From an optimization exercise on the open Yosys and OpenROAD flow, aimed at small area, a short achievable clock period and few clock cycles per item; shortcuts taken in it are not production practice. Function was checked by simulation only, so behaviour that the tests miss may differ from the original. No activity file was given, so power comes from the tool's default toggle rates.

`flow/design.v`:
```
`default_nettype none
package axi_tb_pkg;
    localparam logic [1:0] AXI_BURST_INCR  = 2'b01;
    localparam logic [1:0] AXI_RESP_OKAY   = 2'b00;
    localparam logic [1:0] AXI_RESP_SLVERR = 2'b10;
    localparam int unsigned AXI_PAGE_BYTES = 4096;
    typedef enum logic [2:0] {
        ST_IDLE = 3'd0,
        ST_CHK  = 3'd1,
        ST_AR   = 3'd2,
        ST_R    = 3'd3,
        ST_AW   = 3'd4,
        ST_W    = 3'd5,
        ST_B    = 3'd6,
        ST_DONE = 3'd7
    } copy_state_e;
    function automatic logic [2:0] axi_size_of(input int unsigned data_wth);
        axi_size_of = $clog2(data_wth / 8);
    endfunction
endpackage
`default_nettype wire
`default_nettype none
module tb_beat_buf #(
    parameter int unsigned DEPTH  = 16,
    parameter int unsigned WIDTH  = 256,
    parameter int unsigned ADDR_W = 4
) (
    input  logic              clk_i,
    input  logic              we_i,
    input  logic [ADDR_W-1:0] waddr_i,
    input  logic [WIDTH-1:0]  wdata_i,
    input  logic [ADDR_W-1:0] raddr_i,
    output logic [WIDTH-1:0]  rdata_o
);
    logic [WIDTH-1:0] mem_q [DEPTH];
    always_ff @(posedge clk_i) begin
        if (we_i) begin
            mem_q[waddr_i] <= wdata_i;
        end
    end
    assign rdata_o = mem_q[raddr_i];
endmodule
`default_nettype wire
`default_nettype none
module axi_copy_master
#(
    parameter int unsigned ADDR_WTH  = 32,
    parameter int unsigned DATA_WTH  = 256,
    parameter int unsigned ID_WIDTH  = 4,
    parameter int unsigned BUF_DEPTH = 16,
    parameter int unsigned AXI_ID    = 0
) (
    input  logic                  clk_i,
    input  logic                  rst_i,
    input  logic                  cmd_valid,
    output logic                  cmd_ready,
    input  logic [ADDR_WTH-1:0]   cmd_src,
    input  logic [ADDR_WTH-1:0]   cmd_dst,
    input  logic [7:0]            cmd_len,
    output logic                  done,
    output logic                  err,
    output logic [ADDR_WTH-1:0]   awaddr,
    output logic [1:0]            awburst,
    output logic [3:0]            awcache,
    output logic [7:0]            awlen,
    output logic [ID_WIDTH-1:0]   awid,
    output logic                  awlock,
    output logic [2:0]            awprot,
    output logic [3:0]            awqos,
    output logic [3:0]            awregion,
    output logic [2:0]            awsize,
    output logic                  awvalid,
    input  logic                  awready,
    output logic [DATA_WTH-1:0]   wdata,
    output logic                  wlast,
    output logic [DATA_WTH/8-1:0] wstrb,
    output logic                  wvalid,
    input  logic                  wready,
    input  logic [1:0]            bresp,
    input  logic [ID_WIDTH-1:0]   bid,
    input  logic                  bvalid,
    output logic                  bready,
    output logic [ADDR_WTH-1:0]   araddr,
    output logic [1:0]            arburst,
    output logic [3:0]            arcache,
    output logic [7:0]            arlen,
    output logic [ID_WIDTH-1:0]   arid,
    output logic                  arlock,
    output logic [2:0]            arprot,
    output logic [3:0]            arqos,
    output logic [3:0]            arregion,
    output logic [2:0]            arsize,
    output logic                  arvalid,
    input  logic                  arready,
    input  logic [DATA_WTH-1:0]   rdata,
    input  logic                  rlast,
    input  logic [1:0]            rresp,
    input  logic [ID_WIDTH-1:0]   rid,
    input  logic                  rvalid,
    output logic                  rready
);
    localparam int unsigned   c_beat_bytes = DATA_WTH / 8;
    localparam int unsigned   c_lsb        = $clog2(c_beat_bytes);       
    localparam int unsigned   c_ba_w       = ADDR_WTH - c_lsb;           
    localparam int unsigned   c_pg_w       = 12 - c_lsb;                 
    localparam int unsigned   c_len_w      = $clog2(BUF_DEPTH);          
    localparam int unsigned   c_slots      = BUF_DEPTH - 2;              
    localparam logic [2:0]    c_axsize     = axi_tb_pkg::axi_size_of(DATA_WTH);
    logic                  busy_q;         
    logic [c_ba_w-1:0]     src_q, dst_q;   
    logic [c_len_w-1:0]    len_q;          
    logic                  arvalid_q, awvalid_q;
    logic                  err_q;
    logic                  hz_q;           
    logic                  wait_b_q;       
    logic                  w_unused;
    assign w_unused = ^{bid, rid};
    logic [c_pg_w:0]       w_s_end, w_d_end;
    logic                  w_reject;
    assign w_s_end  = {1'b0, cmd_src[11:c_lsb]} + {{(c_pg_w+1-c_len_w){1'b0}}, cmd_len[c_len_w-1:0]};
    assign w_d_end  = {1'b0, cmd_dst[11:c_lsb]} + {{(c_pg_w+1-c_len_w){1'b0}}, cmd_len[c_len_w-1:0]};
    assign w_reject = (cmd_len[7:c_len_w] != '0) | w_s_end[c_pg_w] | w_d_end[c_pg_w];
    logic w_accept;
    assign w_accept = cmd_valid & ~busy_q;
    logic                  rready_q;
    logic [c_len_w-1:0]    rcnt_q;         
    logic                  rdone_q;        
    logic                  w_r_hs;
    logic                  w_r_last;
    assign w_r_hs   = rvalid & rready_q;
    assign w_r_last = (rcnt_q == len_q);
    logic [DATA_WTH-1:0]   slot_q [c_slots];
    logic [c_slots-1:0]    hp_q, tp_q;     
    logic [c_len_w-1:0]    cnt_q;          
    logic [DATA_WTH-1:0]   out_q;
    logic                  oval_q;         
    logic                  wvalid_q;
    logic                  wlast_q;
    logic [c_len_w-1:0]    wcnt_q;         
    logic                  w_w_hs;
    logic                  w_full;         
    logic                  w_ring_ne;      
    logic                  w_load;         
    logic                  w_pop, w_push;
    logic [DATA_WTH-1:0]   w_head;
    assign w_w_hs    = wvalid_q & wready;
    assign w_full    = (cnt_q == c_len_w'(c_slots));
    assign w_ring_ne = (cnt_q != '0);
    assign w_load    = ~oval_q | w_w_hs;
    assign w_pop     = w_load & w_ring_ne;
    assign w_push    = w_r_hs & ~(w_load & ~w_ring_ne);
    always_comb begin
        w_head = '0;
        for (int i = 0; i < c_slots; i++) begin
            w_head = w_head | ({DATA_WTH{hp_q[i]}} & slot_q[i]);
        end
    end
    for (genvar g = 0; g < c_slots; g++) begin : g_slot
        always_ff @(posedge clk_i) begin
            if (tp_q[g] & ~w_full) begin
                slot_q[g] <= rdata;
            end
        end
    end
    always_ff @(posedge clk_i) begin
        if (w_load) begin
            out_q <= w_ring_ne ? w_head : rdata;
        end
    end
    logic [c_len_w-1:0]    cnt_d, rcnt_d, wcnt_d;
    logic                  oval_d, rdone_d, wvalid_d, awvalid_d, busy_d;
    logic                  w_all_in;
    always_comb begin
        cnt_d = cnt_q;
        if (w_push & ~w_pop) cnt_d = cnt_q + 1'b1;
        if (~w_push & w_pop) cnt_d = cnt_q - 1'b1;
    end
    assign oval_d    = w_load ? (w_ring_ne | w_r_hs) : 1'b1;
    assign rcnt_d    = w_accept ? '0 : rcnt_q + c_len_w'(w_r_hs);
    assign rdone_d   = w_accept ? 1'b0 : (rdone_q | (w_r_hs & w_r_last));
    assign wcnt_d    = w_accept ? '0 : wcnt_q + c_len_w'(w_w_hs);
    assign awvalid_d = (w_accept & ~w_reject) | (awvalid_q & ~awready);
    assign busy_d    = (w_accept & ~w_reject) | (busy_q & ~(bvalid & wait_b_q));
    assign w_all_in  = rdone_d | ((rcnt_d == len_q) & rvalid & ~rready_q);
    assign wvalid_d  = busy_q & oval_d & ~awvalid_d & (~hz_q | w_all_in) & ~wait_b_q;
    always_ff @(posedge clk_i or negedge rst_i) begin
        if (!rst_i) begin
            busy_q    <= 1'b0;
            arvalid_q <= 1'b0;
            awvalid_q <= 1'b0;
            err_q     <= 1'b0;
            wait_b_q  <= 1'b0;
            rready_q  <= 1'b0;
            rcnt_q    <= '0;
            rdone_q   <= 1'b0;
            hp_q      <= c_slots'(1);
            tp_q      <= c_slots'(1);
            cnt_q     <= '0;
            oval_q    <= 1'b0;
            wvalid_q  <= 1'b0;
            wcnt_q    <= '0;
        end else begin
            busy_q    <= busy_d;
            arvalid_q <= (w_accept & ~w_reject) | (arvalid_q & ~arready);
            awvalid_q <= awvalid_d;
            if (w_accept) begin
                err_q <= w_reject;
            end else begin
                err_q <= err_q
                       | (w_r_hs & ((rresp != axi_tb_pkg::AXI_RESP_OKAY) | (rlast != w_r_last)))
                       | (bvalid & wait_b_q & (bresp != axi_tb_pkg::AXI_RESP_OKAY));
            end
            wait_b_q  <= busy_q & ~(bvalid & wait_b_q) & (wait_b_q | (w_w_hs & wlast_q));
            rready_q  <= ~(oval_d & (cnt_d == c_len_w'(c_slots)));
            rcnt_q    <= rcnt_d;
            rdone_q   <= rdone_d;
            if (w_pop)  hp_q <= {hp_q[c_slots-2:0], hp_q[c_slots-1]};
            if (w_push) tp_q <= {tp_q[c_slots-2:0], tp_q[c_slots-1]};
            cnt_q     <= cnt_d;
            oval_q    <= oval_d;
            wvalid_q  <= wvalid_d;
            wcnt_q    <= wcnt_d;
        end
    end
    always_ff @(posedge clk_i) begin
        if (w_accept) begin
            src_q <= cmd_src[ADDR_WTH-1:c_lsb];
            dst_q <= cmd_dst[ADDR_WTH-1:c_lsb];
            len_q <= cmd_len[c_len_w-1:0];
        end
    end
    logic [c_ba_w-1:0] w_diff;
    assign w_diff = dst_q - src_q;
    always_ff @(posedge clk_i) begin
        hz_q    <= (w_diff[c_ba_w-1:c_len_w] == '0) & (w_diff[c_len_w-1:0] != '0)
                 & (w_diff[c_len_w-1:0] <= len_q);
        wlast_q <= (wcnt_d == (w_accept ? cmd_len[c_len_w-1:0] : len_q));
    end
    logic rej_q;
    always_ff @(posedge clk_i or negedge rst_i) begin
        if (!rst_i) rej_q <= 1'b0;
        else        rej_q <= w_accept & w_reject;
    end
    assign cmd_ready = ~busy_q;
    assign done      = rej_q | (bvalid & wait_b_q);
    assign err       = err_q | (wait_b_q & (bresp != axi_tb_pkg::AXI_RESP_OKAY));
    assign bready    = 1'b1;
    assign rready    = rready_q;
    assign araddr   = {src_q, {c_lsb{1'b0}}};
    assign arlen    = 8'(len_q);
    assign arsize   = c_axsize;
    assign arburst  = axi_tb_pkg::AXI_BURST_INCR;
    assign arid     = ID_WIDTH'(AXI_ID);
    assign arcache  = 4'd0;
    assign arlock   = 1'b0;
    assign arprot   = 3'd0;
    assign arqos    = 4'd0;
    assign arregion = 4'd0;
    assign arvalid  = arvalid_q;
    assign awaddr   = {dst_q, {c_lsb{1'b0}}};
    assign awlen    = 8'(len_q);
    assign awsize   = c_axsize;
    assign awburst  = axi_tb_pkg::AXI_BURST_INCR;
    assign awid     = ID_WIDTH'(AXI_ID);
    assign awcache  = 4'd0;
    assign awlock   = 1'b0;
    assign awprot   = 3'd0;
    assign awqos    = 4'd0;
    assign awregion = 4'd0;
    assign awvalid  = awvalid_q;
    assign wdata    = out_q;
    assign wstrb    = '1;
    assign wlast    = wlast_q;
    assign wvalid   = wvalid_q;
endmodule
`default_nettype wire
```
`flow/run.sh`:
```
#!/bin/bash
# synth_recipe.tcl (not shown) runs the flow's synth.tcl, then flattens the netlist and writes it again
# the make line also repeats each setting of config.mk as NAME=value (left out here)
make -C /OpenROAD-flow-scripts/flow DESIGN_CONFIG=/design/flow/config.mk WORK_HOME=/design/flow/orfs CLKGATE_MAP_FILE= SYNTH_SCRIPT=/design/flow/synth_recipe.tcl finish
```
`flow/config.mk`:
```
export PLATFORM = sky130hd
export DESIGN_NAME = axi_copy_master
export DESIGN_NICKNAME = axi_copy_master
export VERILOG_FILES = /design/flow/design.v
export SDC_FILE = /design/flow/constraint.sdc
export NUM_CORES = 4
export LEC_CHECK = 0
export CAP_MARGIN = 20
export CORE_MARGIN = 2
export CORE_UTILIZATION = 40
export SLEW_MARGIN = 20
```
`flow/constraint.sdc`:
```
create_clock -name core_clock -period 6.0 [get_ports {clk_i}]
set_input_delay 1.2000 -clock core_clock [delete_from_list [all_inputs] [get_ports {clk_i}]]
set_output_delay 1.2000 -clock core_clock [all_outputs]
set_load 0.01 [all_outputs]
```
==> results of run 1 <==
==> state kept, by name (all words and copies together) (netlist names), 4 cells and up <==
name	cells
slot_q	3584
out_q	256
dst_q	27
src_q	27
hp_q	14
tp_q	14
cnt_q	4
len_q	4
rcnt_q	4
wcnt_q	4
==> cell type report <==
cell class	count	area [um2]	share of cell area [%]
Clock buffer	472	10300	6.10
Inverter	52	199	0.118
Clock inverter	258	2540	1.50
Multi-Input combinational cell	3025	22300	13.3
Timing Repair Buffer	840	8860	5.25
Tap cell	4751	5940	3.53
Antenna cell	37	92.6	0.0549
Sequential cell	3950	118000	70.2
==> cells in the final DEF, fill, tap and decap left out, drive strengths merged, types with 13 or more instances in the layout <==
| master | instances |
|---|---|
| a21oi | 36 |
| a221oi | 769 |
| a22o | 513 |
| a22oi | 512 |
| a41oi | 257 |
| and2 | 17 |
| buf | 185 |
| bufinv | 31 |
| clkbuf | 472 |
| clkdlybuf4s50 | 655 |
| clkinv | 202 |
| clkinvlp | 16 |
| conb | 101 |
| dfrtp | 48 |
| diode | 37 |
| edfxtp | 3894 |
| ha | 43 |
| inv | 61 |
| mux2 | 29 |
| nand2 | 293 |
| nor2 | 287 |
| o21ai | 25 |
| xnor2 | 13 |
| xor2 | 14 |
==> synthesized netlist by cell type (3+ instances only) <==
master    instances  area (um2)
nor2b_1           8        50.1
nor3_1            8        40.0
a211o_1           4        35.0
dfrtp_1          48        1200
clkbuf_1        453        1700
o21ai_1           3        15.0
o22ai_1           4        25.0
nor2_1          287        1080
a22oi_1         512        3840
a21oi_1          32         160
a22o_1          513        4490
buf_4           106         796
xor2_1           14         123
edfxtp_1       3894      117000
a21oi_4           3        48.8
nand3_1          12        60.1
a221oi_1        769        6740
o31ai_1           3        22.5
a21o_1            7        52.6
ha_1             43         538
nor3b_1           3        22.5
a311oi_1          3        26.3
o211ai_1          4        30.0
dfxtp_1           6         120
a31oi_1           3        18.8
a41oi_1         256        2240
nand3b_1          4        30.0
and2_1           16         100
nand2_1         293        1100
nor4_1            3        18.8
nand4_1           6        37.5
o21ai_2           3        26.3
mux2_2           29         327
buf_1            15        56.3
xnor2_1          13         114
o21ai_0          19        95.1
nand2b_1         10        62.6
inv_1            52         195
==> metal layers <==
metal | wire (um) | share of wire, % | track usage, %
met4 | 11700 | 2.8 | 6.85
met2 | 200000 | 47 | 36.4
met1 | 168000 | 40 | 29.9
met3 | 41100 | 9.8 | 5.35
met5 | 491 | 0.12 | 0
==> kinds of logic (layout without fill, tap and decap cells) <==
group | count (synthesis) | after routing | synth area share (%)
adder cells (fa/ha/maj) | 44 | 44 | 0.390
XOR/XNOR | 27 | 27 | 0.165
AND/OR/NAND/NOR | 662 | 662 | 1.89
multiplexers | 31 | 31 | 0.242
other | 2 | 138 | 0.00525
AO/OA/AOI/OAI | 2160 | 2160 | 12.6
buffers and inverters | 629 | 1622 | 1.94
flip-flops | 3950 | 3950 | 82.7
==> per-stage QoR <==
stage / util (%) / cells / setup slack, ns / hold WS, ns
3_5_place_dp: 43.7 / 12600 / 2.27 / 0.484
2_1_floorplan: - / 7604 / -1.48 / 0.466
5_1_grt: 47.4 / 13400 / 2.26 / 0.385
4_1_cts: 47.3 / 13300 / 2.29 / 0.313
3_3_place_gp: 43.7 / 12600 / 2.28 / 0.489
6_report: 47.4 / 13400 / 2.31 / 0.352
==> where the power goes <==
part / switching [mW] / internal [mW] / total (mW)
logic: 2.55 / 1.63 / 4.18
registers: 0.350 / 31.1 / 31.4
clock network: 10.7 / 13.7 / 24.3
total: 13.6 / 46.4 / 60.0
==> final timing paths <==
check	from	endpoint	slack (ns)	cells after the start
worst max-delay path	bvalid	done	2.31	4
worst min-delay path	rst_i	rdone_q$_DFF_PN0_	0.35	2
worst max register to register	cnt_q[0]$_DFF_PN0_	slot_q[10][96]$_DFFE_PP_	2.75	5
worst min register to register	wlast_q$_DFF_P_	wait_b_q$_DFF_PN0_	0.51	2
max in group asynchronous	rst_i	hp_q[12]$_DFFE_PN0P_	5.09	2
min in group core_clock	wlast_q$_DFF_P_	wait_b_q$_DFF_PN0_	0.51	2
==> results.sh, run 1 <==
export IMPL_status="no timing/DRC/antenna violations"
export IMPL_drive_gt1_share_pct=9.65
export IMPL_io_pins=776
export IMPL_grt_max_degree=146
export IMPL_gp_congestion=0.823
export IMPL_final_nets=8658
export IMPL_vias=80300
export IMPL_die_w_um=602
export IMPL_hold_buffers=0
export IMPL_path_cells="clkdlybuf4s50_1 -> nand2_1 -> nand2b_1 -> clkdlybuf4s50_1"
export IMPL_synth_avg_cell_area_um2=19.1
export IMPL_clock_skew_ns=0.0928
export IMPL_route_detailed_wl_per_inst_um=31.4
export IMPL_slowest_stage="clkdlybuf4s50_1"
export IMPL_required_ns=4.80
export IMPL_clkSinkCount=3950
export IMPL_dr_pass1_iters=8
export IMPL_dp_hpwl_mm=208
export IMPL_power_density_nw_per_um2=356
export IMPL_design_area_um2=169000
export IMPL_drtAntennaViolNets=0
export IMPL_synthFlopType="edfxtp_1"
export IMPL_via_per_inst=6.00
export IMPL_root_buffer="clkbuf_16"
export IMPL_period_share_pct=61.6
export IMPL_drt_initial_drc_count=10200
export IMPL_finalHoldViolations=0
export IMPL_cts_setup_buffers=0
export IMPL_worst_setup_path_type="in -> out"
export IMPL_cts_resized=0
export IMPL_critical_path_top_delay_family="buffers and inverters"
export IMPL_synth_edf_count=3894
export IMPL_finalPower_mw=60.0
export IMPL_grt_pass1_wl_mm=586
export IMPL_nFillCells=29200
export IMPL_ys_ff_latch=3950
export IMPL_period_needed_ns=3.69
export IMPL_worstPathMaxFanout=3
export IMPL_path_common_cell="clkdlybuf4s50_1"
export IMPL_fmax_mhz=271
export IMPL_grt_use_total_pct=22.4
export IMPL_crit_path_start_kind="primary input"
export IMPL_clkLatencyLatePin_ns=1.00
export IMPL_total_leakage_power_nw=53.0
export IMPL_syn_inst=7505
export IMPL_initial_utilization_pct=40.2
export IMPL_syn_area_um2=143000
export IMPL_slew_headroom_pct=25.7
export IMPL_setup_violations=0
export IMPL_end_kind="output pin"
export IMPL_die_area_um2=362000
export IMPL_yosys_warnings=2
export IMPL_h_tree_depth=5
export IMPL_async_reset_ff_share_pct=1.27
export IMPL_grt_overflow=0
export IMPL_tns_ns=0
export IMPL_cts_tree="built"
export IMPL_slew_viol_final=0
export IMPL_clk_pin_slew_worst_paths_ns=0.06
export IMPL_ys_seq_area_share_pct=82.7
export IMPL_cpPeakStageDelay_ns=0.56
export IMPL_grt_pass1_vias=78300
export IMPL_antenna_found_initial=97
export IMPL_drv_cap=0
export IMPL_rsz0062_at_grt="false"
export IMPL_cp_arrival_ns=2.49
export IMPL_synthToLayoutAreaGrowth_pct=17.9
export IMPL_worstHoldPathType="in -> async"
export IMPL_peakVddDrop_v=0.000262
export IMPL_rows=219
export IMPL_portBuffers=656
export IMPL_drc=0
export IMPL_synth_cell_type_count=71
export IMPL_routed_wl_mm=421
export IMPL_crit_buf_inv=2
export IMPL_placed_cell_area_um2=156000
export IMPL_core_area_um2=356000
export IMPL_clockBufferDepth=4
export IMPL_fp_dieH_um=602
export IMPL_numCtsBuffers=396
export IMPL_worst_slew_pin_slew_ns=1.11
Testbench counts, summed over its fixed seeds: cycles 8,617, items 512.
==> run 2: changes to the inputs <==
--- a/flow/design.v
+++ b/flow/design.v
@@ -121,7 +121,7 @@
     assign w_d_end  = {1'b0, cmd_dst[11:c_lsb]} + {{(c_pg_w+1-c_len_w){1'b0}}, cmd_len[c_len_w-1:0]};
     assign w_reject = (cmd_len[7:c_len_w] != '0) | w_s_end[c_pg_w] | w_d_end[c_pg_w];
     logic w_accept;
-    assign w_accept = cmd_valid & ~busy_q;
+    assign w_accept = cmd_valid & ready_q;
     logic                  rready_q;
     logic [c_len_w-1:0]    rcnt_q;         
     logic                  rdone_q;        
@@ -131,6 +131,7 @@
     assign w_r_last = (rcnt_q == len_q);
     logic [DATA_WTH-1:0]   slot_q [c_slots];
     logic [c_slots-1:0]    hp_q, tp_q;     
+    logic [c_slots-1:0]    we_q;           
     logic [c_len_w-1:0]    cnt_q;          
     logic [DATA_WTH-1:0]   out_q;
     logic                  oval_q;         
@@ -138,13 +139,11 @@
     logic                  wlast_q;
     logic [c_len_w-1:0]    wcnt_q;         
     logic                  w_w_hs;
-    logic                  w_full;         
     logic                  w_ring_ne;      
     logic                  w_load;         
     logic                  w_pop, w_push;
     logic [DATA_WTH-1:0]   w_head;
     assign w_w_hs    = wvalid_q & wready;
-    assign w_full    = (cnt_q == c_len_w'(c_slots));
     assign w_ring_ne = (cnt_q != '0);
     assign w_load    = ~oval_q | w_w_hs;
     assign w_pop     = w_load & w_ring_ne;
@@ -157,7 +156,7 @@
     end
     for (genvar g = 0; g < c_slots; g++) begin : g_slot
         always_ff @(posedge clk_i) begin
-            if (tp_q[g] & ~w_full) begin
+            if (we_q[g]) begin
                 slot_q[g] <= rdata;
             end
         end
@@ -170,11 +169,13 @@
     logic [c_len_w-1:0]    cnt_d, rcnt_d, wcnt_d;
     logic                  oval_d, rdone_d, wvalid_d, awvalid_d, busy_d;
     logic                  w_all_in;
+    logic [c_slots-1:0]    tp_d;
     always_comb begin
         cnt_d = cnt_q;
         if (w_push & ~w_pop) cnt_d = cnt_q + 1'b1;
         if (~w_push & w_pop) cnt_d = cnt_q - 1'b1;
     end
+    assign tp_d      = w_push ? {tp_q[c_slots-2:0], tp_q[c_slots-1]} : tp_q;
     assign oval_d    = w_load ? (w_ring_ne | w_r_hs) : 1'b1;
     assign rcnt_d    = w_accept ? '0 : rcnt_q + c_len_w'(w_r_hs);
     assign rdone_d   = w_accept ? 1'b0 : (rdone_q | (w_r_hs & w_r_last));
@@ -195,6 +196,7 @@
             rdone_q   <= 1'b0;
             hp_q      <= c_slots'(1);
             tp_q      <= c_slots'(1);
+            we_q      <= c_slots'(1);
             cnt_q     <= '0;
             oval_q    <= 1'b0;
             wvalid_q  <= 1'b0;
@@ -215,7 +217,8 @@
             rcnt_q    <= rcnt_d;
             rdone_q   <= rdone_d;
             if (w_pop)  hp_q <= {hp_q[c_slots-2:0], hp_q[c_slots-1]};
-            if (w_push) tp_q <= {tp_q[c_slots-2:0], tp_q[c_slots-1]};
+            tp_q      <= tp_d;
+            we_q      <= tp_d & {c_slots{cnt_d != c_len_w'(c_slots)}};
             cnt_q     <= cnt_d;
             oval_q    <= oval_d;
             wvalid_q  <= wvalid_d;
@@ -229,21 +232,31 @@
             len_q <= cmd_len[c_len_w-1:0];
         end
     end
-    logic [c_ba_w-1:0] w_diff;
-    assign w_diff = dst_q - src_q;
-    always_ff @(posedge clk_i) begin
-        hz_q    <= (w_diff[c_ba_w-1:c_len_w] == '0) & (w_diff[c_len_w-1:0] != '0)
-                 & (w_diff[c_len_w-1:0] <= len_q);
+    logic [c_pg_w:0] w_pdiff;
+    logic            w_hz;
+    assign w_pdiff = {1'b0, cmd_dst[11:c_lsb]} - {1'b0, cmd_src[11:c_lsb]};
+    assign w_hz    = (cmd_dst[ADDR_WTH-1:12] == cmd_src[ADDR_WTH-1:12])
+                   & (w_pdiff[c_pg_w:c_len_w] == '0) & (w_pdiff[c_len_w-1:0] != '0)
+                   & (w_pdiff[c_len_w-1:0] <= cmd_len[c_len_w-1:0]);
+    always_ff @(posedge clk_i) begin
+        if (w_accept) hz_q <= w_hz;
+    end
+    always_ff @(posedge clk_i) begin
         wlast_q <= (wcnt_d == (w_accept ? cmd_len[c_len_w-1:0] : len_q));
     end
-    logic rej_q;
+    logic done_q, ready_q;
     always_ff @(posedge clk_i or negedge rst_i) begin
-        if (!rst_i) rej_q <= 1'b0;
-        else        rej_q <= w_accept & w_reject;
-    end
-    assign cmd_ready = ~busy_q;
-    assign done      = rej_q | (bvalid & wait_b_q);
-    assign err       = err_q | (wait_b_q & (bresp != axi_tb_pkg::AXI_RESP_OKAY));
+        if (!rst_i) begin
+            done_q  <= 1'b0;
+            ready_q <= 1'b1;
+        end else begin
+            done_q  <= (w_accept & w_reject) | (bvalid & wait_b_q);
+            ready_q <= ~busy_d;
+        end
+    end
+    assign cmd_ready = ready_q;
+    assign done      = done_q;
+    assign err       = err_q;
     assign bready    = 1'b1;
     assign rready    = rready_q;
     assign araddr   = {src_q, {c_lsb{1'b0}}};
==> flow/flow/run.sh (new file) <==
#!/bin/bash
set -euo pipefail
export BUFFER_PORTS_ARGS="-buffer_cell sky130_fd_sc_hd__buf_2"
bash standard.sh > standard.log 2>&1
==> flow/standard.sh (new file) <==
#!/bin/bash
# synth_recipe.tcl (not shown) runs the flow's synth.tcl, then flattens the netlist and writes it again
# the make line also repeats each setting of config.mk as NAME=value (left out here)
make -C /OpenROAD-flow-scripts/flow DESIGN_CONFIG=/design/flow/config.mk WORK_HOME=/design/flow/orfs CLKGATE_MAP_FILE= SYNTH_SCRIPT=/design/flow/synth_recipe.tcl "${@:-finish}"
--- a/flow/config.mk
+++ b/flow/config.mk
@@ -5,7 +5,9 @@
 export SDC_FILE = /design/flow/constraint.sdc
 export NUM_CORES = 4
 export LEC_CHECK = 0
+export ABC_CLOCK_PERIOD_IN_PS = 2500
 export CAP_MARGIN = 20
 export CORE_MARGIN = 2
-export CORE_UTILIZATION = 40
-export SLEW_MARGIN = 20
+export CORE_UTILIZATION = 55
+export SETUP_SLACK_MARGIN = 3.3
+export SLEW_MARGIN = 40
removed: flow/run.sh
==> results.sh, run 2 <==
export IMPL_synth_avg_cell_area_um2=19.4
export IMPL_fmax_mhz=344
export IMPL_drive_gt1_share_pct=17.5
export IMPL_p_sw_share_pct=21.5
export IMPL_final_cell_mix="3895 x edfxtp_1, 769 x a221oi_1, 582 x buf_2, 512 x a22o_1, 512 x a22oi_1"
export IMPL_portBuffers=656
export IMPL_power_density_nw_per_um2=358
export IMPL_p_sw_mw=12.6
export IMPL_yosys_top_cells_count="3895 x edfxtp_1, 769 x a221oi_1, 512 x a22o_1, 512 x a22oi_1, 444 x clkbuf_1"
export IMPL_path_cells="buf_2"
export IMPL_cpPeakStageDelay_ns=0.55
export IMPL_clkPwrFrac_pct=41.2
export IMPL_peakVddDrop_v=0.000326
export IMPL_routed_wl_mm=399
export IMPL_grt_use_total_pct=29.8
export IMPL_worst_r2r_startpoint="hp_q[10]$_DFFE_PN0P_"
export IMPL_drc=0
export IMPL_synth_edf_count=3895
export IMPL_worst_slew_pin_slew_ns=1.03
export IMPL_required_ns=4.80
export IMPL_die_w_um=513
export IMPL_cp_arrival_ns=1.71
export IMPL_grt_pass1_vias=76600
export IMPL_synthTopCellsByArea="edfxtp_1 82%, a221oi_1 4.7%, a22o_1 3.1%"
export IMPL_period_share_pct=48.4
export IMPL_die_area_um2=263000
export IMPL_slew_headroom_pct=31.1
export IMPL_placed_cell_area_um2=150000
export IMPL_grt_util_met1_pct=41.7
export IMPL_finalPower_mw=58.5
export IMPL_total_leakage_power_nw=52.7
export IMPL_grt_pass1_wl_mm=563
export IMPL_synth_cell_type_count=65
export IMPL_dp_hpwl_mm=187
export IMPL_r2r_end="out_q[237]$_DFFE_PP_"
export IMPL_drt_initial_drc_count=10100
export IMPL_combPwrFrac_pct=5.1
export IMPL_yosys_area_share_simple_pct=1.72
export IMPL_status="no timing/DRC/antenna violations"
export IMPL_synth_xor_area_share_pct=0.227
export IMPL_reg2reg_setup_slack_ns=3.29
export IMPL_yosysTopAreaCell="edfxtp_1"
export IMPL_critical_path_top_delay_family="flip-flops"
export IMPL_design_area_um2=164000
export IMPL_syn_area_um2=142000
export IMPL_crit_buf_inv=1
export IMPL_final_nets=8471
export IMPL_finalHoldViolations=0
export IMPL_route_detailed_wl_per_inst_um=33.7
export IMPL_drv_cap=0
export IMPL_fp_dieH_um=513
export IMPL_synth_top_family_by_area="compound AO/OA/AOI/OAI gates"
export IMPL_largest_register="slot_q"
export IMPL_use_met3_pct=6.04
export IMPL_antenna_found_initial=125
export IMPL_hold_buffers=0
export IMPL_clockBufferDepth=4
export IMPL_layout_commonest_cell="edfxtp_1"
export IMPL_via_per_inst=6.67
export IMPL_synthToLayoutAreaGrowth_pct=14.8
export IMPL_rsz0062_at_grt="true"
export IMPL_worstHoldPathType="in -> async"
export IMPL_synthMuxAreaShare_pct=0.235
export IMPL_clkSinkCount=3965
export IMPL_startpoint="out_q[42]$_DFFE_PP_"
export IMPL_worstPathMaxFanout=1
export IMPL_grt_overflow=0
export IMPL_clk_pin_slew_worst_paths_ns=0.06
export IMPL_largest_reg_flops=3584
export IMPL_core_area_um2=257000
export IMPL_synth_most_common_cell="edfxtp_1"
export IMPL_drtAntennaViolNets=0
export IMPL_grt_max_degree=133
export IMPL_crit_path_start_kind="register"
export IMPL_numCtsBuffers=406
export IMPL_p_seq_share_pct=53.7
export IMPL_ys_seq_area_share_pct=83.4
export IMPL_setup_violations=0
export IMPL_synth_compound_gate_area_share_pct=12.4
export IMPL_root_buffer="clkbuf_16"
export IMPL_period_needed_ns=2.91
export IMPL_top_usage_layer="met2"
export IMPL_synthFlopType="edfxtp_1"
export IMPL_p_int_mw=45.9
export IMPL_io_pins=776
export IMPL_dr_pass1_iters=5
export IMPL_clock_skew_ns=0.0574
export IMPL_vias=79000
export IMPL_slew_viol_final=0
export IMPL_end_kind="output pin"
export IMPL_worst_setup_path_type="reg -> out"
export IMPL_met2_usage_pct=48.1
export IMPL_ff2ff_path_depth=5
export IMPL_slowest_stage="edfxtp_1"
export IMPL_cts_tree="built"
export IMPL_h_tree_depth=5
export IMPL_rows=186
export IMPL_syn_inst=7351
export IMPL_top_regs="slot_q (3584), out_q (256)"
export IMPL_ys_ff_latch=3965
export IMPL_clkLatencyLatePin_ns=0.99
export IMPL_gp_congestion=0.777
export IMPL_synthAdderAreaFrac_pct=0.216
export IMPL_synth_top_area_share_pct=82.1
export IMPL_yosys_warnings=2
export IMPL_async_reset_ff_share_pct=1.64
export IMPL_tns_ns=0
export IMPL_initial_utilization_pct=55.4
run 2: cell types whose count changed after synthesis, sizes merged, moves of 10 or more:
cell,before,now
a21oi,36,9
and2,17,7
dfrtp,48,61
ha,43,23
inv,52,27
nand2,293,273
nor2,287,272
o21ai,25,11
run 2: metal layers:
| layer | up-vias | routed length [um] | share of wire, % |
|---|---|---|---|
| li1 | 32700 | - | - |
| met4 | 82 | 9940 | 2.5 |
| met1 | 41600 | 158000 | 39 |
| met3 | 630 | 38500 | 9.6 |
| met2 | 4034 | 193000 | 48 |
| met5 | - | 522 | 0.13 |
run 2: cell families (layout without fill, tap and decap cells):
family                     count (synthesis)  after routing
other                                      2            155
AOI/OAI and AO/OA                       2095           2095
adders and majority gates                 24             24
xor gates and xnor gates                  36             36
buffers and inverters                    600           1560
and+or+nand+nor                          599            599
DFF                                     3965           3965
muxes                                     30             30
run 2: how the worst max path moves through the flow:
stage	endpoint	slack, ns	cells past startpoint
6_report	wdata[42]	3.09	1
2_1_floorplan	out_q[0]$_DFFE_PP_	0.26	2
3_5_place_dp	wvalid_q$_DFF_PN0_	2.40	9
4_1_cts	wdata[214]	3.01	1
3_3_place_gp	hz_q$_DFFE_PN_	2.25	12
5_1_grt	wdata[54]	3.05	1
run 2: cell type report:
cell class	instances	area, um2
Multi-Input combinational cell	2885	21500
Tap cell	3384	4230
Clock buffer	489	10600
Antenna cell	54	135
Fill cell	17600	93600
Inverter	27	110
Sequential cell	3965	119000
Clock inverter	231	1950
Timing Repair Buffer	813	6180
run 2: worst register-to-register path, cell delays in order (launching register included):
cell and delay, ns:
dfrtp_4 0.78, buf_12 0.30, buf_4 0.53, a22o_1 0.23, a221oi_1 0.06, a41oi_2 0.55
run 2: metrics by stage:
step / std cells / setup WS (ns) / hold slack, ns / util, %
3_5_place_dp: 11100 / 2.40 / 0.478 / 58.3
5_1_grt: 11800 / 3.05 / 0.359 / 63.5
3_3_place_gp: 11000 / 2.25 / 0.478 / 58.1
4_1_cts: 11800 / 3.01 / 0.293 / 63.4
2_1_floorplan: 7450 / 0.258 / 0.449 / -
6_report: 11800 / 3.09 / 0.343 / 63.6
run 2: repair_timing:
item	4_1_cts	5_1_grt
pin swaps	1	0
gates resized for setup	133	26
gates cloned	1	0
setup buffers	9	3
endpoints found under the setup margin	459	349
run 2: power groups by stage:
stage	sequential (mW)	combinational, mW	clock [mW]
global placement	32.0	2.68	0
CTS	31.4	2.95	24.4
global route	31.4	3.20	25.5
floorplan	32.1	1.09	0
detailed placement	32.0	2.79	0
finish	31.4	2.98	24.1
Testbench counts of run 2, summed over its fixed seeds: cycles 8,625, items 512.
==> run 3: changes to the inputs <==
--- a/flow/design.v
+++ b/flow/design.v
@@ -161,10 +161,16 @@
             end
         end
     end
-    always_ff @(posedge clk_i) begin
-        if (w_load) begin
-            out_q <= w_ring_ne ? w_head : rdata;
-        end
+    logic [DATA_WTH-1:0] w_out_d;
+    logic w_sel_head, w_sel_rdata, w_sel_hold;
+    assign w_sel_head  = w_load & w_ring_ne;
+    assign w_sel_rdata = w_load & ~w_ring_ne;
+    assign w_sel_hold  = oval_q & ~w_w_hs;
+    assign w_out_d = ({DATA_WTH{w_sel_head}}  & w_head)
+                   | ({DATA_WTH{w_sel_rdata}} & rdata)
+                   | ({DATA_WTH{w_sel_hold}}  & out_q);
+    always_ff @(posedge clk_i) begin
+        out_q <= w_out_d;
     end
     logic [c_len_w-1:0]    cnt_d, rcnt_d, wcnt_d;
     logic                  oval_d, rdone_d, wvalid_d, awvalid_d, busy_d;
==> results.sh, run 3 <==
export IMPL_yosys_top_cells_count="3639 x edfxtp_1, 768 x a22oi_1, 513 x a221oi_1"
export IMPL_gp_congestion=0.774
export IMPL_synthTopCellsByArea="edfxtp_1 77%, a22oi_1 4.0%, dfxtp_1 3.7%"
export IMPL_ys_seq_area_share_pct=81.4
export IMPL_routed_wl_mm=410
export IMPL_yosysTopAreaCell="edfxtp_1"
export IMPL_worst_setup_path_type="reg -> out"
export IMPL_path_cells="buf_6"
export IMPL_synthFlopType="edfxtp_1"
export IMPL_final_cell_mix="3639 x edfxtp_1, 768 x a22oi_1, 641 x buf_2, 513 x a221oi_1, 512 x a22o_1"
export IMPL_design_area_um2=164000
export IMPL_grt_pass1_vias=79600
export IMPL_syn_inst=7942
export IMPL_status="no timing/DRC/antenna violations"
export IMPL_period_needed_ns=2.74
export IMPL_finalHoldViolations=0
export IMPL_synth_most_common_cell="edfxtp_1"
export IMPL_crit_path_start_kind="register"
export IMPL_core_area_um2=257000
export IMPL_largest_reg_flops=3584
export IMPL_rsz0062_at_grt="true"
export IMPL_dp_slack_ns=2.34
export IMPL_power_density_nw_per_um2=377
export IMPL_total_leakage_power_nw=52.8
export IMPL_h_tree_depth=5
export IMPL_tns_ns=0
export IMPL_dr_pass1_iters=6
export IMPL_drv_cap=0
export IMPL_final_nets=9024
export IMPL_clockBufferDepth=4
export IMPL_clkLatencyLatePin_ns=0.91
export IMPL_dp_hpwl_mm=190
export IMPL_grt_overflow=0
export IMPL_hold_buffers=0
export IMPL_syn_area_um2=143000
export IMPL_cts_tree="built"
export IMPL_largest_register="slot_q"
export IMPL_peakVddDrop_v=0.000445
export IMPL_critical_path_top_delay_family="flip-flops"
export IMPL_cp_arrival_ns=1.54
export IMPL_numCtsBuffers=399
export IMPL_synth_top_area_share_pct=76.6
export IMPL_grt_max_degree=147
export IMPL_via_per_inst=6.61
export IMPL_root_buffer="clkbuf_16"
export IMPL_clkSinkCount=3965
export IMPL_clk_pin_slew_worst_paths_ns=0.06
export IMPL_required_ns=4.80
export IMPL_synth_avg_cell_area_um2=18.0
export IMPL_worst_slew_pin_slew_ns=0.939
export IMPL_fp_dieH_um=513
export IMPL_setup_violations=0
export IMPL_rows=186
export IMPL_cpPeakStageDelay_ns=0.54
export IMPL_portBuffers=656
export IMPL_die_area_um2=264000
export IMPL_drc=0
export IMPL_worstPathMaxFanout=2
export IMPL_grt_use_total_pct=30.0
export IMPL_synth_edf_count=3639
export IMPL_synth_cell_type_count=62
export IMPL_drt_initial_drc_count=10700
export IMPL_antenna_found_initial=110
export IMPL_route_detailed_wl_per_inst_um=33.0
export IMPL_crit_buf_inv=1
export IMPL_top_regs="slot_q (3584), out_q (256)"
export IMPL_synthToLayoutAreaGrowth_pct=14.9
export IMPL_yosys_warnings=2
export IMPL_ys_ff_latch=3965
export IMPL_drtAntennaViolNets=0
export IMPL_slowest_stage="dfstp_2"
export IMPL_end_kind="output pin"
export IMPL_async_reset_ff_share_pct=1.64
export IMPL_initial_utilization_pct=55.4
export IMPL_period_share_pct=45.7
export IMPL_grt_pass1_wl_mm=573
export IMPL_fmax_mhz=365
export IMPL_clock_skew_ns=0.0511
export IMPL_slew_viol_final=0
export IMPL_placed_cell_area_um2=150000
export IMPL_die_w_um=513
export IMPL_worstHoldPathType="in -> async"
export IMPL_layout_commonest_cell="edfxtp_1"
export IMPL_drive_gt1_share_pct=17.1
export IMPL_io_pins=776
export IMPL_fin_ws_ns=3.26
export IMPL_slew_headroom_pct=37.4
export IMPL_vias=82100
==> run 3: changes by cell type after synthesis, moves of 257 or more <==
cell / change
nand2_1: -266
a21oi_1: +264
nand4_1: +258
a41oi_1: -257
and3_1: +257
==> run 3: path summary, 6_finish.rpt <==
check                                       to  slack [ns]          startpoint  depth (start not counted)
setup / recovery                     cmd_ready        3.26   ready_q$_DFF_PN1_                          1
hold / removal             awvalid_q$_DFF_PN0_        0.23               rst_i                          1
setup reg to reg            out_q[166]$_DFF_P_        3.29  cnt_q[1]$_DFF_PN0_                          7
hold reg to reg              out_q[45]$_DFF_P_        0.48   out_q[45]$_DFF_P_                          2
max in group asynchronous  hp_q[3]$_DFFE_PN0P_        4.64               rst_i                          2
min in group core_clock      out_q[45]$_DFF_P_        0.48   out_q[45]$_DFF_P_                          2
==> run 3: through the flow <==
step	hold WS [ns]	std cells	util (%)	power, mW
floorplan	0.462	8041	-	34.8
CTS	0.183	12400	63.5	61.9
global route	0.222	12400	63.6	63.6
detailed placement	0.474	11600	58.3	37.4
global placement	0.458	11600	58.0	37.3
finish	0.233	12400	63.7	61.8
==> run 3: area by class of cell <==
type	instances	area, um2
clock inverter	198	1940
sequential	3965	116000
tap	3384	4230
antenna	55	138
clock buffer	539	11000
inverter	39	149
fill	18100	93500
timing repair buffer	838	6290
multi-input combinational	3408	23800
==> run 3: power breakdown <==
part           switching [mW]  internal [mW]
Clock                    10.3           14.3
Combinational            3.45           1.73
Sequential              0.718           31.3
Total                    14.5           47.3
==> run 3: timing repair <==
action	in CTS	in global routing
pin swaps	0	13
gates cloned	3	3
gates resized for setup	83	39
buffers inserted	9	7
endpoints found under the setup margin	246	133
==> run 3: kinds of logic after synthesis <==
group	count (synthesis)	share of synthesized area [%]
AO/OA/AOI/OAI	2366	12.4
buffers and inverters	670	2.25
multiplexers	33	0.246
AND/OR/NAND/NOR	847	3.24
adder cells (fa/ha/maj)	24	0.216
flip-flops	3965	81.4
other	2	0.00526
XOR/XNOR	35	0.215
==> run 3: per-layer routing <==
layer | share of wire (%) | global-route usage (%)
met1 | 40 | 42.5
met2 | 48 | 48.6
met3 | 9.1 | 5.30
met4 | 2.4 | 7.85
met5 | 0.11 | 0
Testbench counts of run 3, summed over its fixed seeds: cycles 8,625, items 512.
==> run 4: changes to the inputs <==
--- a/flow/config.mk
+++ b/flow/config.mk
@@ -9,5 +9,7 @@
 export CAP_MARGIN = 20
 export CORE_MARGIN = 2
 export CORE_UTILIZATION = 55
+export CTS_CLUSTER_DIAMETER = 100
+export CTS_CLUSTER_SIZE = 30
 export SETUP_SLACK_MARGIN = 3.3
 export SLEW_MARGIN = 40
==> results.sh, run 4 <==
export IMPL_setup_violations=0
export IMPL_synthTopCellsByArea="edfxtp_1 77%, a22oi_1 4.0%, dfxtp_1 3.7%"
export IMPL_top_regs="slot_q (3584), out_q (256)"
export IMPL_end_kind="output pin"
export IMPL_via_per_inst=6.71
export IMPL_layout_commonest_cell="edfxtp_1"
export IMPL_rsz0062_at_grt="true"
export IMPL_dp_hpwl_mm=190
export IMPL_yosysTopAreaCell="edfxtp_1"
export IMPL_grt_overflow=0
export IMPL_rows=186
export IMPL_required_ns=4.80
export IMPL_synth_most_common_cell="edfxtp_1"
export IMPL_largest_reg_flops=3584
export IMPL_slew_headroom_pct=40.5
export IMPL_die_area_um2=264000
export IMPL_final_cell_mix="3639 x edfxtp_1, 768 x a22oi_1, 628 x buf_2, 513 x a221oi_1, 512 x a22o_1"
export IMPL_slowest_stage="dfstp_2"
export IMPL_dr_pass1_iters=6
export IMPL_vias=80200
export IMPL_crit_buf_inv=1
export IMPL_nFillCells=18900
export IMPL_synth_avg_cell_area_um2=18.0
export IMPL_r2r_end="out_q[122]$_DFF_P_"
export IMPL_route_detailed_wl_per_inst_um=33.6
export IMPL_worst_slew_pin_slew_ns=0.893
export IMPL_status="no timing/DRC/antenna violations"
export IMPL_drc=0
export IMPL_yosys_top_cells_count="3639 x edfxtp_1, 768 x a22oi_1, 513 x a221oi_1"
export IMPL_power_density_nw_per_um2=324
export IMPL_clkSinkCount=3965
export IMPL_io_pins=776
export IMPL_final_nets=8778
export IMPL_worstPathMaxFanout=2
export IMPL_ff2ff_path_depth=7
export IMPL_cpPeakStageDelay_ns=0.56
export IMPL_grt_use_total_pct=29.6
export IMPL_startpoint="ready_q$_DFF_PN1_"
export IMPL_yosys_warnings=2
export IMPL_fin_util_pct=60.4
export IMPL_cp_depth=1
export IMPL_drv_cap=0
export IMPL_cp_arrival_ns=1.52
export IMPL_slew_viol_final=0
export IMPL_gp_congestion=0.774
export IMPL_grt_pass1_wl_mm=562
export IMPL_drtAntennaViolNets=0
export IMPL_synth_cell_type_count=62
export IMPL_total_leakage_power_nw=48.6
export IMPL_ys_ff_latch=3965
export IMPL_synthToLayoutAreaGrowth_pct=9.01
export IMPL_synthFlopType="edfxtp_1"
export IMPL_grt_pass1_vias=77100
export IMPL_tns_ns=0
export IMPL_synth_edf_count=3639
export IMPL_worst_r2r_startpoint="cnt_q[1]$_DFF_PN0_"
export IMPL_h_tree_depth=4
export IMPL_die_w_um=513
export IMPL_critical_path_top_delay_family="flip-flops"
export IMPL_largest_register="slot_q"
export IMPL_initial_utilization_pct=55.4
export IMPL_cts_tree="built"
export IMPL_antenna_found_initial=112
export IMPL_grt_max_degree=147
export IMPL_worstHoldPathType="in -> async"
export IMPL_path_cells="buf_6"
export IMPL_numCtsBuffers=152
export IMPL_period_needed_ns=2.72
export IMPL_syn_inst=7942
export IMPL_hold_buffers=0
export IMPL_critical_path_endpoint="cmd_ready"
export IMPL_worst_setup_path_type="reg -> out"
export IMPL_drt_initial_drc_count=10800
export IMPL_routed_wl_mm=402
export IMPL_ys_seq_area_share_pct=81.4
export IMPL_drive_gt1_share_pct=13.3
export IMPL_portBuffers=656
export IMPL_synth_top_area_share_pct=76.6
export IMPL_finalHoldViolations=0
export IMPL_clkLatencyLatePin_ns=0.89
export IMPL_root_buffer="clkbuf_16"
export IMPL_peakVddDrop_v=0.000430
export IMPL_async_reset_ff_share_pct=1.64
export IMPL_clk_pin_slew_worst_paths_ns=0.11
export IMPL_core_area_um2=257000
export IMPL_clock_skew_ns=0.0391
export IMPL_fmax_mhz=368
export IMPL_reg2reg_setup_slack_ns=3.30
export IMPL_clockBufferDepth=3
export IMPL_crit_path_start_kind="register"
export IMPL_fp_dieH_um=513
export IMPL_syn_area_um2=143000
export IMPL_period_share_pct=45.3
==> run 4: cell count changes in the layout (fill, tap and decap cells not counted), moves of 5 or more <==
cell and delta:
clkbuf_16 -246, clkinv_2 -78, clkinv_1 -58, clkbuf_8 -36, bufinv_16 -34, buf_2 -13
buf_4 +12, diode_2 -12, clkbuf_1 +9, clkinvlp_4 -9, dfxtp_1 -5
==> run 4: worst min path at each step <==
stage,from,endpoint,depth (start not counted)
final,rst_i,done_q$_DFF_PN0_,1
after floorplan,rdone_q$_DFF_PN0_,rdone_q$_DFF_PN0_,2
after detailed placement,out_q[165]$_DFF_P_,out_q[165]$_DFF_P_,2
after CTS,rst_i,done_q$_DFF_PN0_,1
after global routing,rst_i,arvalid_q$_DFF_PN0_,1
after global placement,arvalid_q$_DFF_PN0_,arvalid_q$_DFF_PN0_,1
==> run 4: stage by stage <==
step / cells / total power, mW / hold slack [ns] / cell area [um2] / setup WS, ns
4_1_cts: 11900 / 50.5 / 0.185 / 155000 / 3.21
3_3_place_gp: 11600 / 37.3 / 0.458 / 149000 / 2.27
6_report: 12000 / 50.4 / 0.261 / 156000 / 3.28
3_5_place_dp: 11600 / 37.4 / 0.474 / 150000 / 2.34
2_1_floorplan: 8041 / 34.8 / 0.462 / 143000 / 2.39
5_1_grt: 11900 / 52.0 / 0.245 / 155000 / 3.23
==> run 4: cells by family (layout without fill, tap and decap cells) <==
family | count (synthesis) | in the layout | synth area share [%]
flops | 3965 | 3965 | 81.4
compound gates | 2366 | 2367 | 12.4
simple gates | 847 | 849 | 3.24
buf+inv | 670 | 1160 | 2.25
xor+xnor | 35 | 35 | 0.215
mux | 33 | 33 | 0.246
fa+ha+maj | 24 | 24 | 0.216
other cells | 2 | 144 | 0.00526
==> run 4: area by class of cell <==
cell class,instances,area (um2),area share (%)
Tap cell,3384,4230,2.72
Multi-Input combinational cell,3409,23800,15.3
Sequential cell,3965,116000,74.8
Inverter,39,149,0.0957
Clock inverter,17,191,0.123
Antenna cell,43,108,0.0692
Timing Repair Buffer,838,6330,4.07
Clock buffer,266,4390,2.82
==> run 4: what timing repair did <==
item	CTS	global route
cloned	3	3
endpoints found under the setup margin	262	108
resized for setup	99	40
pin swaps	1	13
buffers inserted	11	6
==> run 4: power by group <==
| part | switching [mW] | internal, mW |
|---|---|---|
| clock network | 8.12 | 5.14 |
| logic | 3.45 | 1.77 |
| registers | 0.712 | 31.2 |
| total | 12.3 | 38.1 |
==> run 4: per-layer routing <==
| metal | GRT usage [%] | part of all wire (%) | vias up |
|---|---|---|---|
| met1 | 42.1 | 41 | 42300 |
| met2 | 48.2 | 48 | 3708 |
| met3 | 5.25 | 8.9 | 501 |
| met5 | 0 | 0.15 | - |
| li1 | - | - | 33600 |
| met4 | 6.49 | 2.0 | 96 |
==> run 5: changes to the inputs <==
--- a/flow/design.v
+++ b/flow/design.v
@@ -121,7 +121,7 @@
     assign w_d_end  = {1'b0, cmd_dst[11:c_lsb]} + {{(c_pg_w+1-c_len_w){1'b0}}, cmd_len[c_len_w-1:0]};
     assign w_reject = (cmd_len[7:c_len_w] != '0) | w_s_end[c_pg_w] | w_d_end[c_pg_w];
     logic w_accept;
-    assign w_accept = cmd_valid & ready_q;
+    assign w_accept = cmd_valid & ~busy_q;
     logic                  rready_q;
     logic [c_len_w-1:0]    rcnt_q;         
     logic                  rdone_q;        
@@ -231,12 +231,13 @@
             wcnt_q    <= wcnt_d;
         end
     end
-    always_ff @(posedge clk_i) begin
-        if (w_accept) begin
-            src_q <= cmd_src[ADDR_WTH-1:c_lsb];
-            dst_q <= cmd_dst[ADDR_WTH-1:c_lsb];
-            len_q <= cmd_len[c_len_w-1:0];
-        end
+    logic [2*c_ba_w+c_len_w-1:0] w_cmd_d, w_cmd_q;
+    assign w_cmd_q = {src_q, dst_q, len_q};
+    assign w_cmd_d = ({(2*c_ba_w+c_len_w){w_accept}}
+                      & {cmd_src[ADDR_WTH-1:c_lsb], cmd_dst[ADDR_WTH-1:c_lsb], cmd_len[c_len_w-1:0]})
+                   | ({(2*c_ba_w+c_len_w){busy_q}} & w_cmd_q);
+    always_ff @(posedge clk_i) begin
+        {src_q, dst_q, len_q} <= w_cmd_d;
     end
     logic [c_pg_w:0] w_pdiff;
     logic            w_hz;
@@ -250,17 +251,12 @@
     always_ff @(posedge clk_i) begin
         wlast_q <= (wcnt_d == (w_accept ? cmd_len[c_len_w-1:0] : len_q));
     end
-    logic done_q, ready_q;
+    logic done_q;
     always_ff @(posedge clk_i or negedge rst_i) begin
-        if (!rst_i) begin
-            done_q  <= 1'b0;
-            ready_q <= 1'b1;
-        end else begin
-            done_q  <= (w_accept & w_reject) | (bvalid & wait_b_q);
-            ready_q <= ~busy_d;
-        end
-    end
-    assign cmd_ready = ready_q;
+        if (!rst_i) done_q <= 1'b0;
+        else        done_q <= (w_accept & w_reject) | (bvalid & wait_b_q);
+    end
+    assign cmd_ready = ~busy_q;
     assign done      = done_q;
     assign err       = err_q;
     assign bready    = 1'b1;
==> results.sh, run 5 <==
export IMPL_yosysTopAreaCell="edfxtp_1"
export IMPL_worst_slew_pin_slew_ns=1.05
export IMPL_root_buffer="clkbuf_16"
export IMPL_dp_hpwl_mm=194
export IMPL_syn_area_um2=142000
export IMPL_numCtsBuffers=151
export IMPL_final_cell_mix="3585 x edfxtp_1, 768 x a22oi_1, 648 x buf_2, 560 x a22o_1, 512 x a221oi_1"
export IMPL_end_kind="register"
export IMPL_vias=80700
export IMPL_clkLatencyLatePin_ns=0.86
export IMPL_yosys_warnings=2
export IMPL_dp_cells=11600
export IMPL_finalHoldViolations=0
export IMPL_drive_gt1_share_pct=13.4
export IMPL_ys_seq_area_share_pct=81.1
export IMPL_period_share_pct=47.6
export IMPL_worst_setup_path_type="in -> reg"
export IMPL_cts_tree="built"
export IMPL_slew_headroom_pct=29.8
export IMPL_drt_initial_drc_count=10900
export IMPL_portBuffers=656
export IMPL_setup_violations=0
export IMPL_clockBufferDepth=3
export IMPL_ys_ff_latch=3964
export IMPL_crit_path_start_kind="primary input"
export IMPL_hold_slack_ns=0.294
export IMPL_h_tree_depth=4
export IMPL_top_usage_layer="met2"
export IMPL_synth_avg_cell_area_um2=17.8
export IMPL_top_regs="slot_q (3584), out_q (256)"
export IMPL_worstPathMaxFanout=2
export IMPL_core_area_um2=257000
export IMPL_status="no timing/DRC/antenna violations"
export IMPL_clkSinkCount=3964
export IMPL_required_ns=6.66
export IMPL_total_leakage_power_nw=48.5
export IMPL_clock_skew_ns=0.0352
export IMPL_grt_max_degree=149
export IMPL_fmax_mhz=350
export IMPL_period_needed_ns=2.85
export IMPL_route_detailed_wl_per_inst_um=33.6
export IMPL_cpPeakStageDelay_ns=0.55
export IMPL_io_pins=776
export IMPL_antenna_found_initial=118
export IMPL_via_per_inst=6.73
export IMPL_syn_inst=7998
export IMPL_drc=0
export IMPL_initial_utilization_pct=55.4
export IMPL_yosys_top_cells_count="3585 x edfxtp_1, 768 x a22oi_1, 560 x a22o_1"
export IMPL_grt_pass1_wl_mm=562
export IMPL_async_reset_ff_share_pct=1.61
export IMPL_critical_path_top_delay_family="adder cells"
export IMPL_slowest_stage="or4_4"
export IMPL_design_area_um2=155000
export IMPL_dr_pass1_iters=5
export IMPL_grt_util_met1_pct=42.4
export IMPL_finalPower_mw=51.2
export IMPL_drv_cap=0
export IMPL_final_nets=8826
export IMPL_grt_use_total_pct=29.7
export IMPL_slew_viol_final=0
export IMPL_rsz0062_at_grt="true"
export IMPL_fin_util_pct=60.4
export IMPL_layout_commonest_cell="edfxtp_1"
export IMPL_fp_dieH_um=513
export IMPL_clk_pin_slew_worst_paths_ns=0.11
export IMPL_synthTopCellsByArea="edfxtp_1 76%, dfxtp_1 4.4%, a22oi_1 4.0%"
export IMPL_nFillCells=18900
export IMPL_worstHoldPathType="in -> async"
export IMPL_power_density_nw_per_um2=330
export IMPL_use_met3_pct=6.29
export IMPL_die_w_um=513
export IMPL_crit_buf_inv=3
export IMPL_routed_wl_mm=404
export IMPL_stdcell_count=12000
export IMPL_synthFlopType="edfxtp_1"
export IMPL_met2_usage_pct=46.9
export IMPL_synth_cell_type_count=61
export IMPL_cp_arrival_ns=3.51
export IMPL_largest_register="slot_q"
export IMPL_synthToLayoutAreaGrowth_pct=9.00
export IMPL_peakVddDrop_v=0.000278
export IMPL_synth_edf_count=3585
export IMPL_grt_overflow=0
export IMPL_tns_ns=0
export IMPL_drtAntennaViolNets=0
export IMPL_grt_pass1_vias=77500
export IMPL_placed_cell_area_um2=150000
export IMPL_rows=186
export IMPL_dp_slack_ns=2.08
export IMPL_die_area_um2=263000
export IMPL_fin_ws_ns=3.15
export IMPL_synth_most_common_cell="edfxtp_1"
export IMPL_path_cells="buf_6 -> inv_4 -> ha_4 -> inv_2 -> fa_1 -> ha_1 -> nor2b_4 -> o211ai_1 -> a21oi_1 -> or4_4 -> a2111oi_4"
export IMPL_gp_congestion=0.758
export IMPL_largest_reg_flops=3584
export IMPL_synth_top_area_share_pct=75.6
run 5: changes by cell type in the layout (fill, tap and decap cells not counted), moves of 17 or more:
| cell | change |
|---|---|
| dfxtp_1 | +59 |
| edfxtp_1 | -54 |
| a22o_1 | +48 |
| buf_2 | +20 |
| inv_1 | -20 |
| nand2_1 | +17 |
run 5: layout make-up:
class / count / area (um2) / share of cell area [%]
diodes: 47 / 118 / 0.0757
clock buffers: 256 / 4270 / 2.75
clock inverters: 17 / 223 / 0.143
repair buffers: 846 / 6280 / 4.04
flip-flops and latches: 3964 / 116000 / 74.5
well taps: 3384 / 4230 / 2.73
inverters: 20 / 90.1 / 0.0580
multi-input cells: 3470 / 24300 / 15.7
run 5: kinds of logic (layout without fill, tap and decap cells):
logic type | after synthesis | in the layout | share of synthesized area [%]
compound gates | 2419 | 2419 | 12.8
xor+xnor | 37 | 37 | 0.227
flops | 3964 | 3964 | 81.1
fa+ha+maj | 24 | 24 | 0.216
other cells | 2 | 148 | 0.00527
simple gates | 860 | 861 | 3.28
mux | 28 | 28 | 0.221
buf+inv | 664 | 1139 | 2.15
run 5: final timing paths:
check                      slack, ns             endpoint  cells past startpoint                from
setup / recovery                3.15       hz_q$_DFFE_PP_                     11          cmd_dst[5]
hold / removal                  0.29  rcnt_q[0]$_DFF_PN0_                      1               rst_i
setup reg to reg                3.29   out_q[143]$_DFF_P_                      7  cnt_q[0]$_DFF_PN0_
hold reg to reg                 0.47     src_q[3]$_DFF_P_                      2    src_q[3]$_DFF_P_
max in group asynchronous       4.66  hp_q[0]$_DFFE_PN1P_                      3               rst_i
min in group core_clock         0.47     src_q[3]$_DFF_P_                      2    src_q[3]$_DFF_P_
run 5: where the power goes:
| group | switching (mW) | total (mW) | internal, mW |
|---|---|---|---|
| clock | 8.05 | 13.1 | 5.08 |
| sequential | 0.864 | 32.1 | 31.2 |
| combinational | 3.90 | 6.00 | 2.10 |
run 5: metal layers:
metal / wire length [um] / share of wire, %
met1: 164000 / 41
met2: 190000 / 47
met3: 39400 / 9.8
met4: 9280 / 2.3
met5: 552 / 0.14
run 5: repair_timing:
action	CTS	global route
gates cloned	4	3
hold buffers	0	0
setup buffers	13	14
gates resized for setup	84	46
setup endpoints to repair	180	68
pin swaps	6	8
Testbench counts of run 5, summed over its fixed seeds: cycles 8,625, items 512.

port drivers added, routing unchanged:
In the flow no input, the clock included, has a driving cell. The finished layouts below were timed again as built, in two steps. Step 1 sets driving cells, clkbuf_16 on the clock port and buf_2 on the other inputs (assumed; they add their load-dependent delay and slew). Step 2, shift: input delay + t, output delay - t, t = (earliest + latest rising clock arrival at the registers) / 2. This alone moves slack from input paths to output paths. Three values: ideal ports, drivers, drivers and shift; two values: the first two.
run | t, ns | slack for setup (ns) | worst hold slack (ns) | worst setup path at the end | latest minus earliest clock arrival (ns)
run 1 | 1.055 | 2.306 / 2.275 / 2.142 | 0.352 / 0.278 / 0.510 | input to register | 0.098 / 0.098
run 2 | 1.056 | 3.093 / 2.998 / 2.389 | 0.343 / 0.299 / 0.489 | input to register | 0.062 / 0.062
run 3 | 0.982 | 3.257 / 3.162 / 2.386 | 0.233 / 0.167 / 0.483 | input to register | 0.066 / 0.065
run 4 | 0.964 | 3.282 / 3.185 / 2.378 | 0.261 / 0.193 / 0.490 | input to register | 0.047 / 0.047
run 5 | 0.936 | 3.145 / 3.174 / 2.274 | 0.294 / 0.222 / 0.468 | input to register | 0.042 / 0.042
After both steps every run listed still meets setup and hold. For run 4, which loses most, drivers alone change the setup slack by -0.097 ns; drivers and shift together by -0.904 ns.
